This design comes from an exercise in tuning for small area, a short achievable clock period and few clock cycles per item on the open sky130 flow, not from production work. Only simulation tests tie the RTL to the original design; equivalence was not proved.

[flow/run.sh]
#!/bin/bash
# synth_recipe.tcl (not shown) runs the flow's synth.tcl, then flattens the netlist and writes it again
# the make line also repeats each setting of config.mk as NAME=value (left out here)
make -C /OpenROAD-flow-scripts/flow DESIGN_CONFIG=/design/flow/config.mk WORK_HOME=/design/flow/orfs CLKGATE_MAP_FILE= SYNTH_SCRIPT=/design/flow/synth_recipe.tcl finish
[flow/config.mk]
export PLATFORM = sky130hd
export DESIGN_NAME = fasthash64_stream
export DESIGN_NICKNAME = fasthash64_stream
export VERILOG_FILES = /design/flow/design.v
export SDC_FILE = /design/flow/constraint.sdc
export NUM_CORES = 4
export LEC_CHECK = 0
export CAP_MARGIN = 20
export CORE_MARGIN = 2
export CORE_UTILIZATION = 40
export SLEW_MARGIN = 20
[flow/constraint.sdc]
create_clock -name core_clock -period 11.0 [get_ports {clk}]
set_input_delay 2.2000 -clock core_clock [delete_from_list [all_inputs] [get_ports {clk}]]
set_output_delay 2.2000 -clock core_clock [all_outputs]
set_load 0.01 [all_outputs]
[flow/design.v]
package fh64_pkg;
    localparam logic [63:0] FH_M       = 64'h8803_55f2_1e6d_1965;
    localparam logic [63:0] FH_MIXK    = 64'h2127_599b_f432_5c37;
    localparam logic [63:0] SEED_RESET = 64'd42;
    localparam int unsigned WORD_W  = 64;
    localparam int unsigned COUNT_W = 4;
    localparam int unsigned LEN_W   = 32;
    localparam int unsigned TDATA_W = 104;    
    localparam logic [COUNT_W-1:0] FULL_COUNT = 4'd8;
    typedef struct packed {
        logic [WORD_W-1:0] pre;        
        logic [LEN_W-1:0]  msg_len;
        logic              first;
        logic              absorb;     
        logic              last;
    } item_t;
    typedef enum logic [2:0] {
        ST_IDLE,
        ST_DISPATCH,
        ST_LEN,
        ST_WORD,
        ST_HASH,
        ST_FIN,
        ST_EMIT
    } fsm_state_t;
    function automatic logic [63:0] mix_pre(input logic [63:0] x);
        mix_pre = x ^ (x >> 23);
    endfunction
    function automatic logic [63:0] mix_post(input logic [63:0] x);
        mix_post = x ^ (x >> 47);
    endfunction
    function automatic logic [63:0] byte_mask(input logic [COUNT_W-1:0] cnt);
        logic [63:0] m;
        m = '0;
        for (int i = 0; i < 8; i++)
        begin
            if (cnt > COUNT_W'(i))
            begin
                m[8*i +: 8] = 8'hff;
            end
        end
        byte_mask = m;
    endfunction
endpackage
module fh64_front (
    input  logic                         s_axis_tvalid,
    output logic                         s_axis_tready,
    input  logic [fh64_pkg::TDATA_W-1:0] s_axis_tdata,
    input  logic                         s_axis_tuser,
    input  logic                         s_axis_tlast,
    input  logic                         queue_full,
    output logic                         push,
    output fh64_pkg::item_t              push_item
);
    logic [fh64_pkg::WORD_W-1:0]  data_word;
    logic [fh64_pkg::COUNT_W-1:0] byte_count;
    logic [fh64_pkg::LEN_W-1:0]   message_length;
    logic [fh64_pkg::WORD_W-1:0]  masked;
    assign data_word      = s_axis_tdata[fh64_pkg::WORD_W-1:0];
    assign byte_count     = s_axis_tdata[fh64_pkg::WORD_W +: fh64_pkg::COUNT_W];
    assign message_length = s_axis_tdata[fh64_pkg::WORD_W+fh64_pkg::COUNT_W +: fh64_pkg::LEN_W];
    assign masked = data_word & fh64_pkg::byte_mask(byte_count);
    assign s_axis_tready = !queue_full;
    assign push          = s_axis_tvalid && !queue_full;
    always_comb
    begin
        push_item.pre     = fh64_pkg::mix_pre(masked);
        push_item.msg_len = message_length;
        push_item.first   = s_axis_tuser;
        push_item.absorb  = (byte_count != '0);
        push_item.last    = s_axis_tlast;
    end
endmodule
module fh64_queue #(
    parameter int unsigned DEPTH = 2
) (
    input  logic            clk,
    input  logic            rst_n,
    input  logic            push,
    input  fh64_pkg::item_t push_item,
    input  logic            pop,
    output fh64_pkg::item_t head_item,
    output logic            full,
    output logic            empty
);
    localparam int unsigned PW = (DEPTH > 1) ? $clog2(DEPTH) : 1;
    localparam int unsigned CW = $clog2(DEPTH + 1);
    localparam int unsigned IW = fh64_pkg::WORD_W + fh64_pkg::LEN_W + 3;
    logic [IW-1:0] slots [DEPTH];
    logic [PW-1:0] wr_ptr_reg, wr_ptr_next;
    logic [PW-1:0] rd_ptr_reg, rd_ptr_next;
    logic [CW-1:0] count_reg, count_next;
    assign full      = (count_reg == CW'(DEPTH));
    assign empty     = (count_reg == '0);
    assign head_item = fh64_pkg::item_t'(slots[rd_ptr_reg]);
    always_comb
    begin
        wr_ptr_next = wr_ptr_reg;
        rd_ptr_next = rd_ptr_reg;
        count_next  = count_reg;
        if (push)
        begin
            wr_ptr_next = (wr_ptr_reg == PW'(DEPTH - 1)) ? '0 : wr_ptr_reg + 1'b1;
        end
        if (pop)
        begin
            rd_ptr_next = (rd_ptr_reg == PW'(DEPTH - 1)) ? '0 : rd_ptr_reg + 1'b1;
        end
        if (push && !pop)
        begin
            count_next = count_reg + 1'b1;
        end
        else if (pop && !push)
        begin
            count_next = count_reg - 1'b1;
        end
    end
    always_ff @(posedge clk or negedge rst_n)
    begin
        if (!rst_n)
        begin
            wr_ptr_reg <= '0;
            rd_ptr_reg <= '0;
            count_reg  <= '0;
        end
        else
        begin
            wr_ptr_reg <= wr_ptr_next;
            rd_ptr_reg <= rd_ptr_next;
            count_reg  <= count_next;
        end
    end
    always_ff @(posedge clk)
    begin
        if (push)
        begin
            slots[wr_ptr_reg] <= IW'(push_item);
        end
    end
endmodule
module fh64_mul (
    input  logic        clk,
    input  logic        rst_n,
    input  logic        start,
    input  logic [63:0] a,
    input  logic [63:0] b,
    output logic        done,
    output logic [63:0] p
);
    logic [63:0] pl_reg, pl_next;
    logic [31:0] pa_reg, pa_next;
    logic [31:0] pb_reg, pb_next;
    logic [63:0] p_reg, p_next;
    logic        v1_reg, v2_reg;
    assign pl_next = a[31:0] * b[31:0];
    assign pa_next = a[63:32] * b[31:0];
    assign pb_next = a[31:0] * b[63:32];
    assign p_next  = pl_reg + {pa_reg + pb_reg, 32'b0};
    assign done = v2_reg;
    assign p    = p_reg;
    always_ff @(posedge clk or negedge rst_n)
    begin
        if (!rst_n)
        begin
            v1_reg <= 1'b0;
            v2_reg <= 1'b0;
        end
        else
        begin
            v1_reg <= start;
            v2_reg <= v1_reg;
        end
    end
    always_ff @(posedge clk)
    begin
        if (start)
        begin
            pl_reg <= pl_next;
            pa_reg <= pa_next;
            pb_reg <= pb_next;
        end
        if (v1_reg)
        begin
            p_reg <= p_next;
        end
    end
endmodule
module fh64_back (
    input  logic            clk,
    input  logic            rst_n,
    input  logic            cfg_wr_en,
    input  logic [63:0]     cfg_wr_data,
    input  logic            queue_empty,
    input  fh64_pkg::item_t head_item,
    output logic            pop,
    output logic            m_axis_tvalid,
    input  logic            m_axis_tready,
    output logic [63:0]     m_axis_tdata
);
    fh64_pkg::fsm_state_t  state_reg, state_next;
    fh64_pkg::item_t       cur_reg, cur_next;
    logic [63:0] hash_reg, hash_next;
    logic [63:0] res_reg, res_next;
    logic [63:0] seed_reg;
    logic        out_valid_reg, out_valid_next;
    logic [63:0] out_data_reg, out_data_next;
    logic        mul_start;
    logic [63:0] mul_a, mul_b;
    logic        mul_done;
    logic [63:0] mul_p;
    fh64_mul u_mul (
        .clk   (clk),
        .rst_n (rst_n),
        .start (mul_start),
        .a     (mul_a),
        .b     (mul_b),
        .done  (mul_done),
        .p     (mul_p)
    );
    assign m_axis_tvalid = out_valid_reg;
    assign m_axis_tdata  = out_data_reg;
    always_comb
    begin
        state_next     = state_reg;
        cur_next       = cur_reg;
        hash_next      = hash_reg;
        res_next       = res_reg;
        out_valid_next = out_valid_reg && !m_axis_tready;
        out_data_next  = out_data_reg;
        pop            = 1'b0;
        mul_start      = 1'b0;
        mul_a          = fh64_pkg::mix_pre(hash_reg);
        mul_b          = fh64_pkg::FH_MIXK;
        case (state_reg)
            fh64_pkg::ST_IDLE:
            begin
                if (!queue_empty)
                begin
                    pop        = 1'b1;
                    cur_next   = head_item;
                    state_next = fh64_pkg::ST_DISPATCH;
                end
            end
            fh64_pkg::ST_DISPATCH:
            begin
                if (cur_reg.first)
                begin
                    mul_start  = 1'b1;
                    mul_a      = {32'b0, cur_reg.msg_len};
                    mul_b      = fh64_pkg::FH_M;
                    state_next = fh64_pkg::ST_LEN;
                end
                else if (cur_reg.absorb)
                begin
                    mul_start  = 1'b1;
                    mul_a      = cur_reg.pre;
                    mul_b      = fh64_pkg::FH_MIXK;
                    state_next = fh64_pkg::ST_WORD;
                end
                else if (cur_reg.last)
                begin
                    mul_start  = 1'b1;
                    mul_a      = fh64_pkg::mix_pre(hash_reg);
                    mul_b      = fh64_pkg::FH_MIXK;
                    state_next = fh64_pkg::ST_FIN;
                end
                else
                begin
                    state_next = fh64_pkg::ST_IDLE;
                end
            end
            fh64_pkg::ST_LEN:
            begin
                if (mul_done)
                begin
                    hash_next     = seed_reg ^ mul_p;
                    cur_next.first = 1'b0;
                    state_next    = fh64_pkg::ST_DISPATCH;
                end
            end
            fh64_pkg::ST_WORD:
            begin
                if (mul_done)
                begin
                    mul_start  = 1'b1;
                    mul_a      = hash_reg ^ fh64_pkg::mix_post(mul_p);
                    mul_b      = fh64_pkg::FH_M;
                    state_next = fh64_pkg::ST_HASH;
                end
            end
            fh64_pkg::ST_HASH:
            begin
                if (mul_done)
                begin
                    hash_next       = mul_p;
                    cur_next.absorb = 1'b0;
                    state_next      = fh64_pkg::ST_DISPATCH;
                end
            end
            fh64_pkg::ST_FIN:
            begin
                if (mul_done)
                begin
                    res_next   = fh64_pkg::mix_post(mul_p);
                    state_next = fh64_pkg::ST_EMIT;
                end
            end
            fh64_pkg::ST_EMIT:
            begin
                if (!out_valid_reg || m_axis_tready)
                begin
                    out_valid_next = 1'b1;
                    out_data_next  = res_reg;
                    state_next     = fh64_pkg::ST_IDLE;
                end
            end
            default:
            begin
                state_next = fh64_pkg::ST_IDLE;
            end
        endcase
    end
    always_ff @(posedge clk or negedge rst_n)
    begin
        if (!rst_n)
        begin
            state_reg     <= fh64_pkg::ST_IDLE;
            hash_reg      <= '0;
            seed_reg      <= fh64_pkg::SEED_RESET;
            out_valid_reg <= 1'b0;
        end
        else
        begin
            state_reg     <= state_next;
            hash_reg      <= hash_next;
            out_valid_reg <= out_valid_next;
            if (cfg_wr_en)
            begin
                seed_reg <= cfg_wr_data;
            end
        end
    end
    always_ff @(posedge clk)
    begin
        cur_reg      <= cur_next;
        res_reg      <= res_next;
        out_data_reg <= out_data_next;
    end
endmodule
module fasthash64_stream #(
    parameter int unsigned QUEUE_DEPTH = 2
) (
    input  logic                         clk,
    input  logic                         rst_n,
    input  logic                         cfg_wr_en,
    input  logic [63:0]                  cfg_wr_data,
    input  logic                         s_axis_tvalid,
    output logic                         s_axis_tready,
    input  logic [fh64_pkg::TDATA_W-1:0] s_axis_tdata,
    input  logic                         s_axis_tuser,
    input  logic                         s_axis_tlast,
    output logic                         m_axis_tvalid,
    input  logic                         m_axis_tready,
    output logic [63:0]                  m_axis_tdata
);
    logic  queue_full;
    logic  queue_empty;
    logic  push;
    logic  pop;
    fh64_pkg::item_t push_item;
    fh64_pkg::item_t head_item;
    fh64_front u_front (
        .s_axis_tvalid (s_axis_tvalid),
        .s_axis_tready (s_axis_tready),
        .s_axis_tdata  (s_axis_tdata),
        .s_axis_tuser  (s_axis_tuser),
        .s_axis_tlast  (s_axis_tlast),
        .queue_full    (queue_full),
        .push          (push),
        .push_item     (push_item)
    );
    fh64_queue #(
        .DEPTH (QUEUE_DEPTH)
    ) u_queue (
        .clk       (clk),
        .rst_n     (rst_n),
        .push      (push),
        .push_item (push_item),
        .pop       (pop),
        .head_item (head_item),
        .full      (queue_full),
        .empty     (queue_empty)
    );
    fh64_back u_back (
        .clk           (clk),
        .rst_n         (rst_n),
        .cfg_wr_en     (cfg_wr_en),
        .cfg_wr_data   (cfg_wr_data),
        .queue_empty   (queue_empty),
        .head_item     (head_item),
        .pop           (pop),
        .m_axis_tvalid (m_axis_tvalid),
        .m_axis_tready (m_axis_tready),
        .m_axis_tdata  (m_axis_tdata)
    );
endmodule
==> run notes <==
-- path summary, 6_finish.rpt --
| check | end | slack, ps | cells past startpoint |
|---|---|---|---|
| setup / recovery | u_back.u_mul.pl_reg[52] | 550 | 30 |
| hold / removal | u_back.out_data_reg[0] | 400 | 0 |
| setup reg to reg | u_back.u_mul.pl_reg[52] | 550 | 30 |
| hold reg to reg | u_back.out_data_reg[0] | 400 | 0 |
| max in group asynchronous | u_queue.rd_ptr_reg | 7970 | 2 |
| min in group asynchronous | u_back.seed_reg[33] | 1620 | 1 |
-- worst max-delay path, delay by kind of cell (launching register included) --
family,cells,cell delay (ps)
AOI/OAI and AO/OA,5,1200
adders and majority gates,9,4320
buffers and inverters,8,1390
DFF,1,600
and+or+nand+nor,8,2750
-- logic make-up (layout without fill, tap and decap cells) --
group,after synthesis,in the layout
compound gates,761,761
buf+inv,1806,2311
mux,180,180
other cells,2,30
xor+xnor,464,464
simple gates,789,789
flops,755,755
fa+ha+maj,2107,2107
-- per-stage QoR --
stage          cells   util
2_1_floorplan   6887      -
3_3_place_gp    9858  0.439
3_5_place_dp    9859  0.439
4_1_cts        10000  0.454
5_1_grt        10000  0.454
6_report       10000  0.454
-- synthesized netlist by cell type (24+ instances only) --
cell type,n
a21oi_1,218
dfrtp_1,135
xor2_1,196
o21a_1,24
and2_1,36
clkbuf_1,69
edfxtp_1,617
xnor2_1,264
inv_1,1700
fa_1,1193
a21o_1,103
nand3_1,36
a22oi_1,36
and3_1,25
o21ai_0,173
nor3_1,36
ha_1,911
nor2_1,174
o21bai_1,24
mux2_2,161
nand2_1,365
-- per-layer routing --
| metal | vias to the layer above | GRT usage |
|---|---|---|
| met3 | 397 | 0.0376 |
| met1 | 26700 | 0.362 |
| li1 | 22800 | - |
| met2 | 1803 | 0.422 |
| met5 | - | 0 |
| met4 | 14 | 0.112 |
-- area by class of cell --
cell class,count,area [um^2],area share
Tap cell,2624,3280,0.0370
Clock buffer,106,2200,0.0249
Clock inverter,51,583,0.00658
Sequential cell,755,22000,0.248
Inverter,1702,6390,0.0720
Timing Repair Buffer,452,4040,0.0456
Multi-Input combinational cell,4326,50200,0.566
Antenna cell,5,12.5,0.000141
-- what timing repair did --
action,in CTS,in global routing
endpoints found under the setup margin,0,3
gates resized for setup,0,1
hold buffers,0,0
==> flow_summary.toml <==
[clock_tree]
clk_path_buf_depth = 3
clk_latency_ps = 710
cts_root_buffer = "clkbuf_16"
post-cts-setup-buffers = 0
tritoncts = "yes"
htree_levels = 3
cts_sinks = 755
cts_buffers = 84
cts.clk_slew.worst_paths_ps = 60

[detailed_routing]
vias = 51700
drcViolationCount = 0
drt_pass1_iterations = 8
wl_met1_um = 110000
wl_met2_um = 120000
dr_wl_met3_um = 17400
vias_per_cell = 5.16
drt-initial-drc-count = 4132
routed_wl_um = 260000
detail_route.wl_per_cell_um = 26.0
dr.max_layer_used = "met5"
ant_nets = 0

[sta]
fmax_mhz = 95.7
tns_ps = 0
setup_slack_ps = 550
layout_min_cycle_time_ps = 10450
rsz0062_at_grt = "no"
fin_skew_ps = 63.6
final-setup-viol-count = 0
finalCritPeriodShare = 0.950
whs_ps = 398
slew_headroom = 0.225
final_hold_viol_count = 0
worst-slew-pin-transition_ps = 1160
slew_viol_final = 0

[critical_path]
cp.arrival_ps = 11020
cp_max_fo = 17
start_kind = "flop"
crit_type = "flop to flop"
rr_startpoint = "u_back.state_reg[1]"
max_stage_delay_ps = 870
cp_data_required_time_ps = 11570
crit_path_start = "u_back.state_reg[1]"
crit_top_cell = "fa_1"
crit_slowest_cell = "and3_1"
cp-end-kind = "flop"

[yosys]
synth_top_family_by_area = "adder cells"
synth-seq-cells = 755
ys_dominant_reg_cell = "edfxtp_1"
synth_edf_count = 617
yosys-top-cells-area = "fa_1 30%, edfxtp_1 24%, ha_1 14%, inv_1 8.1%, dfrtp_1 4.3%"
synth-xor-area-share = 0.0520
synth-simple-area-share = 0.0457
synth_compound_area_frac = 0.0630
synthCells = 6864
synth_seq_area_share = 0.279
yosys.area.top_type_share = 0.303
yosys-mux-area-fraction = 0.0254
ys_types = 99
ys_warn_count = 4
synth.largest_area_cell = "fa_1"
async_flop_share = 0.183
avgSynthCellArea_um2 = 11.5
synth_fa_ha_area_frac = 0.448
netlist_area_mm2 = 0.0788

[final_layout]
nets = 9600
largest_register_ffs = 198
layout_common_cells = "1,700 x inv_1, 1,193 x fa_1, 911 x ha_1, 617 x edfxtp_1, 363 x nand2_1"
fin_area_mm2 = 0.0887
syn_to_final_growth_pct = 12.5
drive_gt1_frac = 0.0794
layout_commonest_cell = "inv_1"
final.fill_count = 18200

[hold_path]
min-delay-start = "u_back.res_reg[0]"
min_path_type = "flop to flop"

[floorplan]
coreArea_mm2 = 0.195
die-width_um = 448
die_h_um = 448
start_util = 0.403
row_count = 162
die_area_mm2 = 0.201
io_pins = 241

[placed_design]
port_buffers = 236
finalWeightedCongestion = 1.02
dp_slack_ps = 497
hpwl_um = 220000
postPlaceCellArea_mm2 = 0.0859

[grt]
first_global_vias = 55200
grtUsageTotal = 0.265
antenna_found_initial = 21
grt_pass1_wl_um = 379000
grt_max_degree = 92
gr-total-overflow = 0

[outcome]
status = "timing/DRC/antenna clean"

[run]
maxCapViolations = 0
Testbench counts, summed over its fixed seeds: cycles 53,789, words 6,859.

afterwards: timing with drivers on the ports:
The flow's constraints put no driver on any port. The routed layout listed below was extracted and timed again, unchanged, in two steps.
Step 1 assumes that a clkbuf_16 drives the clock port and a buf_2 every other input.
Step 2 also shifts input and output timing later by t, the mid clock arrival at the registers, as if the neighbouring blocks saw the same clock.
Slacks: ideal ports / drivers / drivers and shift; pairs: ideal ports / drivers.
t (ns): 0.764
setup slack, ns: 0.550 / 0.550 / 0.550
hold slack, ns: 0.398 / 0.398 / 0.398
worst data-port slew with drivers (ns): 0.13
After both steps this run still meets setup and hold. The setup slack of this run moves by 0.000 ns with the drivers and by 0.000 ns with both steps.
